What follows belongs to an exercise in optimizing a design on an open flow for small area and few clock cycles per item; a production flow would make more cautious choices.
Function was checked by simulation only, so behaviour that the tests miss may differ from the original.
No activity file was given, so power comes from the tool's default toggle rates.

## flow/flow/run.sh

```bash
#!/bin/bash
set -o pipefail
export CTS_ARGS="-sink_clustering_enable -repair_clock_nets -sink_clustering_size 28 -sink_clustering_max_diameter 80 -dont_use_dummy_load"
export BUFFER_PORTS_ARGS="-buffer_cell sky130_fd_sc_hd__buf_1"
bash standard.sh > standard.log 2>&1
```

## flow/standard.sh

```bash
#!/bin/bash
# synth_recipe.tcl (not shown) runs the flow's synth.tcl, then flattens the netlist and writes it again
# the make line also repeats each setting of config.mk as NAME=value (left out here)
make -C /OpenROAD-flow-scripts/flow DESIGN_CONFIG=/design/flow/config.mk WORK_HOME=/design/flow/orfs CLKGATE_MAP_FILE= SYNTH_SCRIPT=/design/flow/synth_recipe.tcl "${@:-finish}"
```

## flow/config.mk

```make
export PLATFORM = sky130hd
export DESIGN_NAME = cnn_pool_layer
export DESIGN_NICKNAME = cnn_pool_layer
export VERILOG_FILES = /design/flow/design.v
export SDC_FILE = /design/flow/constraint.sdc
export NUM_CORES = 4
export LEC_CHECK = 0
export CAP_MARGIN = 20
export CORE_MARGIN = 2
export CORE_UTILIZATION = 55
export CTS_CLUSTER_DIAMETER = 80
export CTS_CLUSTER_SIZE = 28
export SLEW_MARGIN = 20
export SYNTH_HIERARCHICAL = 1
export SYNTH_MEMORY_MAX_BITS = 8192
```

## flow/constraint.sdc

```tcl
create_clock -name core_clock -period 8.0 [get_ports {clk}]
set_input_delay 1.6000 -clock core_clock [delete_from_list [all_inputs] [get_ports {clk}]]
set_output_delay 1.6000 -clock core_clock [all_outputs]
set_load 0.01 [all_outputs]
```

## flow/design.v

```verilog
`default_nettype none
`timescale 1ns/100ps
module fm_window_feeder (
    input  wire logic                         clk,
    input  wire logic                         wr_en,        
    input  wire logic [3-1:0]    wr_row,
    input  wire logic [3-1:0]    wr_col,
    input  wire logic [64-1:0]      wr_data,      
    input  wire logic [15:0]                  rd_sel,       
    output logic [64-1:0]           px_tl,        
    output logic [64-1:0]           px_tr,        
    output logic [64-1:0]           px_bl,        
    output logic [64-1:0]           px_br         
);
    logic [15:0][64-1:0] bank_tl;
    logic [15:0][64-1:0] bank_tr;
    logic [15:0][64-1:0] bank_bl;
    logic [15:0][64-1:0] bank_br;
    logic [3:0] wr_idx;
    assign wr_idx = {wr_row[2:1], wr_col[2:1]};
    logic [15:0] wr_sel;                     
    logic [15:0] we_tl;
    logic [15:0] we_tr;
    logic [15:0] we_bl;
    logic [15:0] we_br;
    always_comb begin
        wr_sel = '0;
        wr_sel[wr_idx] = 1'b1;
    end
    assign we_tl = wr_sel & {16{wr_en && !wr_row[0] && !wr_col[0]}};
    assign we_tr = wr_sel & {16{wr_en && !wr_row[0] &&  wr_col[0]}};
    assign we_bl = wr_sel & {16{wr_en &&  wr_row[0] && !wr_col[0]}};
    assign we_br = wr_sel & {16{wr_en &&  wr_row[0] &&  wr_col[0]}};
    logic [15:0][64-1:0] next_tl;
    logic [15:0][64-1:0] next_tr;
    logic [15:0][64-1:0] next_bl;
    logic [15:0][64-1:0] next_br;
    for (genvar i = 0; i < 16; i++) begin : g_word
        fm_word_next u_tl (.q(bank_tl[i]), .d(wr_data), .we(we_tl[i]), .keep(!we_tl[i]), .q_next(next_tl[i]));
        fm_word_next u_tr (.q(bank_tr[i]), .d(wr_data), .we(we_tr[i]), .keep(!we_tr[i]), .q_next(next_tr[i]));
        fm_word_next u_bl (.q(bank_bl[i]), .d(wr_data), .we(we_bl[i]), .keep(!we_bl[i]), .q_next(next_bl[i]));
        fm_word_next u_br (.q(bank_br[i]), .d(wr_data), .we(we_br[i]), .keep(!we_br[i]), .q_next(next_br[i]));
    end
    always_ff @(posedge clk) begin
        bank_tl <= next_tl;
        bank_tr <= next_tr;
        bank_bl <= next_bl;
        bank_br <= next_br;
    end
    fm_read_word u_rd_tl (.sel(rd_sel), .words(bank_tl), .y(px_tl));
    fm_read_word u_rd_tr (.sel(rd_sel), .words(bank_tr), .y(px_tr));
    fm_read_word u_rd_bl (.sel(rd_sel), .words(bank_bl), .y(px_bl));
    fm_read_word u_rd_br (.sel(rd_sel), .words(bank_br), .y(px_br));
endmodule
module fm_word_next (
    input  wire logic [64-1:0] q,
    input  wire logic [64-1:0] d,
    input  wire logic                    we,
    input  wire logic                    keep,
    output logic [64-1:0]      q_next
);
    assign q_next = (q & {64{keep}}) | (d & {64{we}});
endmodule
module fm_read_word (
    input  wire logic [15:0]                   sel,
    input  wire logic [15:0][64-1:0] words,
    output logic [64-1:0]            y
);
    logic [5:0][64-1:0] grp_n;     
    for (genvar g = 0; g < 5; g++) begin : g_grp
        fm_read_leg3 u_leg (.a0(words[3*g]), .a1(words[3*g+1]), .a2(words[3*g+2]),
                            .s(sel[3*g +: 3]), .y_n(grp_n[g]));
    end
    assign grp_n[5] = ~(words[15] & {64{sel[15]}});
    assign y = ~(grp_n[0] & grp_n[1] & grp_n[2] & grp_n[3] & grp_n[4] & grp_n[5]);
endmodule
module fm_read_leg3 (
    input  wire logic [64-1:0] a0,
    input  wire logic [64-1:0] a1,
    input  wire logic [64-1:0] a2,
    input  wire logic [2:0]              s,
    output logic [64-1:0]      y_n
);
    assign y_n = ~((a0 & {64{s[0]}}) | (a1 & {64{s[1]}}) |
                   (a2 & {64{s[2]}}));
endmodule
`default_nettype wire
`default_nettype none
`timescale 1ns/100ps
module pool_lane (
    input  wire logic                        relu_en,
    input  wire logic [16-1:0]      win_tl,      
    input  wire logic [16-1:0]      win_tr,      
    input  wire logic [16-1:0]      win_bl,      
    input  wire logic [16-1:0]      win_br,      
    output logic [16-1:0]           res_value
);
    logic [16-1:0] top;
    logic [16-1:0] bot;
    logic [16-1:0] win_max;
    logic tr_wins;
    logic br_wins;
    logic bot_wins;
    fp16_beats u_top (.a(win_tl), .b(win_tr), .b_wins(tr_wins));
    fp16_beats u_bot (.a(win_bl), .b(win_br), .b_wins(br_wins));
    assign top = tr_wins ? win_tr : win_tl;
    assign bot = br_wins ? win_br : win_bl;
    fp16_beats u_fin (.a(top), .b(bot), .b_wins(bot_wins));
    assign win_max = bot_wins ? bot : top;
    assign res_value = (relu_en && win_max[16-1]) ? '0 : win_max;
endmodule
module fp16_beats (
    input  wire logic [16-1:0] a,
    input  wire logic [16-1:0] b,
    output logic                        b_wins
);
    logic mag_gt;                            
    logic mag_eq;
    logic a_zero;
    assign mag_gt = b[16-2:0] > a[16-2:0];
    assign mag_eq = b[16-2:0] == a[16-2:0];
    assign a_zero = a[16-2:0] == '0;
    assign b_wins = a[16-1] ? (b[16-1] ? (!mag_gt && !mag_eq) : !(mag_eq && a_zero))
                                     : (!b[16-1] && mag_gt);
endmodule
`default_nettype wire
`default_nettype none
`timescale 1ns/100ps
module result_drain (
    input  wire logic                          clk,
    input  wire logic                          rst,
    input  wire logic                          start_req,
    input  wire logic [5-1:0]         start_cfg,    
    input  wire logic                          out_ack,
    output logic                               start_ack,
    output logic                               layer_ready,
    output logic                               out_req,
    output logic                               relu_en,      
    output logic [2-1:0]         row_cnt,      
    output logic [2-1:0]         col_cnt,      
    output logic [15:0]                        pos_sel       
);
    logic [2-1:0] last_idx;    
    logic cfg_relu_en;
    logic start_take;
    logic pop;
    logic last_col;
    logic last_pos;
    logic [2-1:0] row_nxt;
    logic [2-1:0] col_nxt;
    assign start_take = layer_ready && start_req && !start_ack;
    assign pop        = out_req && out_ack;
    assign last_col   = col_cnt == last_idx;
    assign last_pos   = last_col && (row_cnt == last_idx);
    assign relu_en    = layer_ready ? start_cfg[0] : cfg_relu_en;
    always_comb begin
        row_nxt = row_cnt;
        col_nxt = col_cnt;
        if (!start_take && pop) begin
            if (last_pos) begin
                row_nxt = '0;
                col_nxt = '0;
            end else if (last_col) begin
                row_nxt = row_cnt + 1'b1;
                col_nxt = '0;
            end else begin
                col_nxt = col_cnt + 1'b1;
            end
        end
    end
    always_ff @(posedge clk) begin
        if (rst) begin
            row_cnt <= '0;
            col_cnt <= '0;
            pos_sel <= 16'b1;
        end else begin
            row_cnt <= row_nxt;
            col_cnt <= col_nxt;
            pos_sel <= 16'b1 << {row_nxt, col_nxt};
        end
    end
    always_ff @(posedge clk) begin
        if (rst) begin
            start_ack   <= 1'b0;
            layer_ready <= 1'b1;
            out_req     <= 1'b0;
            cfg_relu_en <= 1'b0;
            last_idx    <= '0;
        end else begin
            if (start_take) begin
                start_ack   <= 1'b1;
                layer_ready <= 1'b0;
                out_req     <= !out_ack;           
                cfg_relu_en <= start_cfg[0];
                last_idx    <= start_cfg[5-1:2] - 1'b1;
            end else begin
                if (start_ack && !start_req)
                    start_ack <= 1'b0;             
                if (pop) begin
                    out_req <= 1'b0;
                    if (last_pos)
                        layer_ready <= 1'b1;       
                end else if (!layer_ready && !out_req && !out_ack) begin
                    out_req <= 1'b1;               
                end
            end
        end
    end
endmodule
`default_nettype wire
`default_nettype none
`timescale 1ns/100ps
module cnn_pool_layer (
    input  wire logic                       clk,
    input  wire logic                       rst,
    input  wire logic                       fm_wr_en,
    input  wire logic [3-1:0]  fm_wr_row,
    input  wire logic [3-1:0]  fm_wr_col,
    input  wire logic [64-1:0]    fm_wr_data,   
    input  wire logic                       start_req,
    input  wire logic [5-1:0]      start_cfg,    
    output logic                            start_ack,
    output logic                            layer_ready,
    output logic                            out_req,
    input  wire logic                       out_ack,
    output logic [68-1:0]        out_data      
);
    logic [64-1:0] px_tl;
    logic [64-1:0] px_tr;
    logic [64-1:0] px_bl;
    logic [64-1:0] px_br;
    logic [64-1:0] values;
    logic [64-1:0] out_values;
    logic [2-1:0] row_cnt;
    logic [2-1:0] col_cnt;
    logic [15:0] pos_sel;
    logic relu_en;
    result_drain u_ctrl (
        .clk         (clk),
        .rst         (rst),
        .start_req   (start_req),
        .start_cfg   (start_cfg),
        .out_ack     (out_ack),
        .start_ack   (start_ack),
        .layer_ready (layer_ready),
        .out_req     (out_req),
        .relu_en     (relu_en),
        .row_cnt     (row_cnt),
        .col_cnt     (col_cnt),
        .pos_sel     (pos_sel)
    );
    fm_window_feeder u_map (
        .clk     (clk),
        .wr_en   (fm_wr_en && layer_ready),
        .wr_row  (fm_wr_row),
        .wr_col  (fm_wr_col),
        .wr_data (fm_wr_data),
        .rd_sel  (pos_sel),
        .px_tl   (px_tl),
        .px_tr   (px_tr),
        .px_bl   (px_bl),
        .px_br   (px_br)
    );
    for (genvar l = 0; l < 4; l++) begin : g_lane
        pool_lane u_lane (
            .relu_en   (relu_en),
            .win_tl    (px_tl[l*16 +: 16]),
            .win_tr    (px_tr[l*16 +: 16]),
            .win_bl    (px_bl[l*16 +: 16]),
            .win_br    (px_br[l*16 +: 16]),
            .res_value (values[l*16 +: 16])
        );
    end
    always_ff @(posedge clk)
        out_values <= values;
    assign out_data = {row_cnt, col_cnt, out_values};
endmodule
`default_nettype wire
```

==> flow_metrics.tcl <==
set metrics [dict create \
    status "no timing/DRC/antenna violations" \
    endpoint_kind "flop" \
    hold_viol 0 \
    yosys_most_used_dff "dfxtp_1" \
    post_cts_resized 0 \
    clk-insertion-delay-late_ns 0.94 \
    wirelength_um 602800 \
    antenna_found_initial 32 \
    cts.htree.levels 4 \
    relSlewSlack 0.1526 \
    io_buffers 148 \
    nFillCells 24660 \
    cts_tree "done" \
    grt_setup_unrepaired "no" \
    grt_use_total 0.3809 \
    die_y_um 545.4 \
    wl_per_cell_um 37.10 \
    swShare 0.2528 \
    vias_per_cell 7.709 \
    synth_seq_cells 4186 \
    crit_start "u_ctrl.pos_sel[8]" \
    ys_types 63 \
    clk_pin_slew_ns 0.11 \
    async_flop_share 0 \
    firstDrtPassIters 14 \
    cts_hold_buffers 0 \
    cp.required_ns 8.78 \
    start_kind "flop" \
    p_int_w 0.03066 \
    fp.dieW_um 545.4 \
    gr-total-overflow 0 \
    synth_area_mm2 0.1612 \
    start_util 0.5533 \
    core.rowCount 198 \
    clock_sinks 4186 \
    cp.arrival_ns 7.56 \
    fin_setup_tns_ns 0 \
    grt_max_degree 96 \
    pwr-share-clk 0.266 \
    via_count 125300 \
    pwr-share-comb 0.123 \
    cp_max_fo 38 \
    drc 0 \
    dp_hpwl_um 325900 \
    skew_ns 0.08932 \
    synth_cells 13060 \
    avgSynthCellArea_um2 12.34 \
    synth-edff-count 0 \
    worst_hold_path.num_cells 2 \
    grt_pass1_wl_um 855200 \
    synth_warnings 9 \
    timing.rr.start "u_ctrl.pos_sel[8]" \
    fin_nets 12610 \
    pin_count 151 \
    ys_seq_area_frac 0.5199 \
    min_from "u_ctrl.cfg_relu_en" \
    p_switching_w 0.01037 \
    ant_nets 0 \
    finalCritPeriodShare 0.8472 \
    slew_violations 0 \
    syn_to_final_growth_pct 0.1840 \
    seqPwrFrac 0.611 \
    grt_pass1_vias 122300 \
    ir_drop_mv 0.2331 \
    layout_commonest_cell "dfxtp_1" \
    path_class "reg2reg" \
    setup-violations-final 0 \
    drtIter0Drc 23160 \
    power_leakage_nw 59.78 \
    syn_nets 13320 \
    place_congestion 0.8963 \
    cts_buffer_depth 4 \
    layout-drive-gt1-share 0.09984 \
    worst_pin_slew_ns 1.271 \
    die_area_mm2 0.2974 \
    holdCritPathClass "reg2reg" \
    mostFrequentLayoutCells "4170 x dfxtp_1, 3842 x a22o_1, 1280 x a222oi_1, 369 x nand2_1, 288 x buf_4" \
    max_cap_violations 0 \
    period_needed_ns 6.778 \
    stdcell_area_mm2 0.1615 \
    core_area_mm2 0.2913 \
    fmax_mhz 147.5 \
    dpl_cell_area_mm2 0.1565 \
    cts-root-buf "clkbuf_16" \
    post_cts_buffers 0 \
    reg2reg_depth 20 \
    power-per-cell-area_mw_per_mm2 254.1 \
    numCtsBuffers 191 \
]
==> per-stage QoR <==
step / cells / total power [W] / utilization / setup WS (ns) / hold WS [ns]
2_1_floorplan: 13060 / 0.02891 / - / 3.272 / 0.4338
3_3_place_gp: 16040 / 0.03000 / 0.5366 / 1.617 / 0.4395
3_5_place_dp: 16040 / 0.03036 / 0.5371 / 1.457 / 0.4675
4_1_cts: 16230 / 0.04088 / 0.5535 / 1.421 / 0.4807
5_1_grt: 16250 / 0.04235 / 0.5543 / 0.8692 / 0.4955
6_report: 16250 / 0.04103 / 0.5543 / 1.222 / 0.4753
==> sequential cells by signal (all words and copies together) (netlist names), 2 cells and up <==
register and cells:
out_values 64, u_ctrl.col_cnt 2, u_ctrl.last_idx 2, u_ctrl.pos_sel 16, u_ctrl.row_cnt 2, u_map.bank_bl 1024
u_map.bank_br 1024, u_map.bank_tl 1024, u_map.bank_tr 1024
==> power groups by stage <==
| stage | Clock, W | Combinational (W) | Sequential (W) |
|---|---|---|---|
| global placement | 0 | 0.00475 | 0.0253 |
| global route | 0.0117 | 0.00535 | 0.0253 |
| finish | 0.0109 | 0.00505 | 0.0251 |
| CTS | 0.0110 | 0.00494 | 0.0250 |
| floorplan | 0 | 0.00387 | 0.0250 |
| detailed placement | 0 | 0.00493 | 0.0254 |
==> worst max-delay path: stages (launching register included) <==
cell and delay, ns:
dfxtp_4 0.96, buf_4 0.66, a222oi_1 0.14, and3_1 0.26
nand4_1 0.25, inv_1 0.08, ha_1 0.33, a211oi_1 0.24
nor2_1 0.08, nor2_1 0.14, a311o_1 0.21, o211ai_2 0.38
mux2_2 0.54, inv_1 0.08, ha_1 0.32, nand4_2 0.16
nor4_2 0.36, a311o_1 0.19, o211ai_2 0.35, a21oi_4 0.49
o2bb2ai_1 0.33
==> cell type report <==
type,instances,area [µm²],area share
antenna,8,20.02,0.0001240
clock buffer,191,4780,0.02960
inverter,190,713.2,0.004416
multi-input combinational,7277,63240,0.3916
sequential,4186,83860,0.5193
tap,3900,4880,0.03022
timing repair buffer,496,3993,0.02472
==> per-module statistics from Yosys (local to each module, per instance) <==
module	area (µm²)	flip-flops and latches	cells
fm_word_next	723.2	0	78
fp16_beats	461.7	0	63
fm_read_leg3	833.3	0	85
cnn_pool_layer	1287	64	65
fm_window_feeder	83240	4096	4328
fm_read_word	1120	0	199
pool_lane	643.1	0	75
result_drain	1119	26	120
==> cells by family after synthesis <==
kind of cell | after synthesis | share of synthesized area
flops | 4186 | 0.5199
mux | 132 | 0.009261
simple gates | 1261 | 0.04293
xor+xnor | 9 | 0.0004891
buf+inv | 1594 | 0.09529
fa+ha+maj | 184 | 0.01428
compound gates | 5691 | 0.3179
==> layer usage <==
metal | GRT usage | part of all wire | vias to the layer above
met3 | 0.08487 | 0.11 | 1501
met4 | 0.1927 | 0.052 | 10
met5 | 0 | 0.00035 | -
met2 | 0.5916 | 0.44 | 8742
li1 | - | - | 51610
met1 | 0.4980 | 0.39 | 63390
==> path summary, 6_finish.rpt <==
path | end | slack (ns)
max | out_values[6] | 1.22
min | u_ctrl.cfg_relu_en | 0.48
max reg2reg | out_values[6] | 1.22
min reg2reg | u_ctrl.cfg_relu_en | 0.48
==> cells in the mapped netlist, types with 36 or more instances <==
cell | number | share of area
dfxtp_1 | 4186 | 0.52
a222oi_1 | 1280 | 0.079
nor2_1 | 106 | 0.0025
o2bb2ai_1 | 60 | 0.0033
a21oi_1 | 93 | 0.0029
nand4_1 | 284 | 0.011
nand2_1 | 409 | 0.0095
nand4_2 | 36 | 0.0028
o21ai_1 | 47 | 0.0015
a22o_1 | 3842 | 0.21
inv_1 | 190 | 0.0044
a22o_2 | 256 | 0.016
buf_6 | 1217 | 0.085
nor4_1 | 38 | 0.0015
ha_1 | 184 | 0.014
and3_1 | 258 | 0.010
buf_2 | 156 | 0.0048
mux2_2 | 121 | 0.0085
Testbench counts, summed over its fixed seeds: cycles 6,895, results 1,136.

-- afterwards: timing with drivers on the ports --
How much do the figures lean on ideal ports? The routed layout below was timed once more, with nothing changed but the port constraints. Step 1, drivers: a clkbuf_16 drives clk and a buf_2 each remaining input, both assumed. Step 2 times the ports against the registers' clock, not the clock port: input delays grow and output delays shrink by t, the midpoint of the rising clock arrivals with the driver on. a / b / c = ideal / step 1 / step 2; a / b = the first two.
shift t [ns]: 0.999
setup WS [ns]: 1.222 / 1.222 / 1.222
worst setup path at the end: register to register
worst register clock-pin slew, ns: 0.11 / 0.11
After both steps this run still meets setup and hold. For this run, drivers alone change the setup slack by 0.000 ns; drivers and shift together by 0.000 ns.
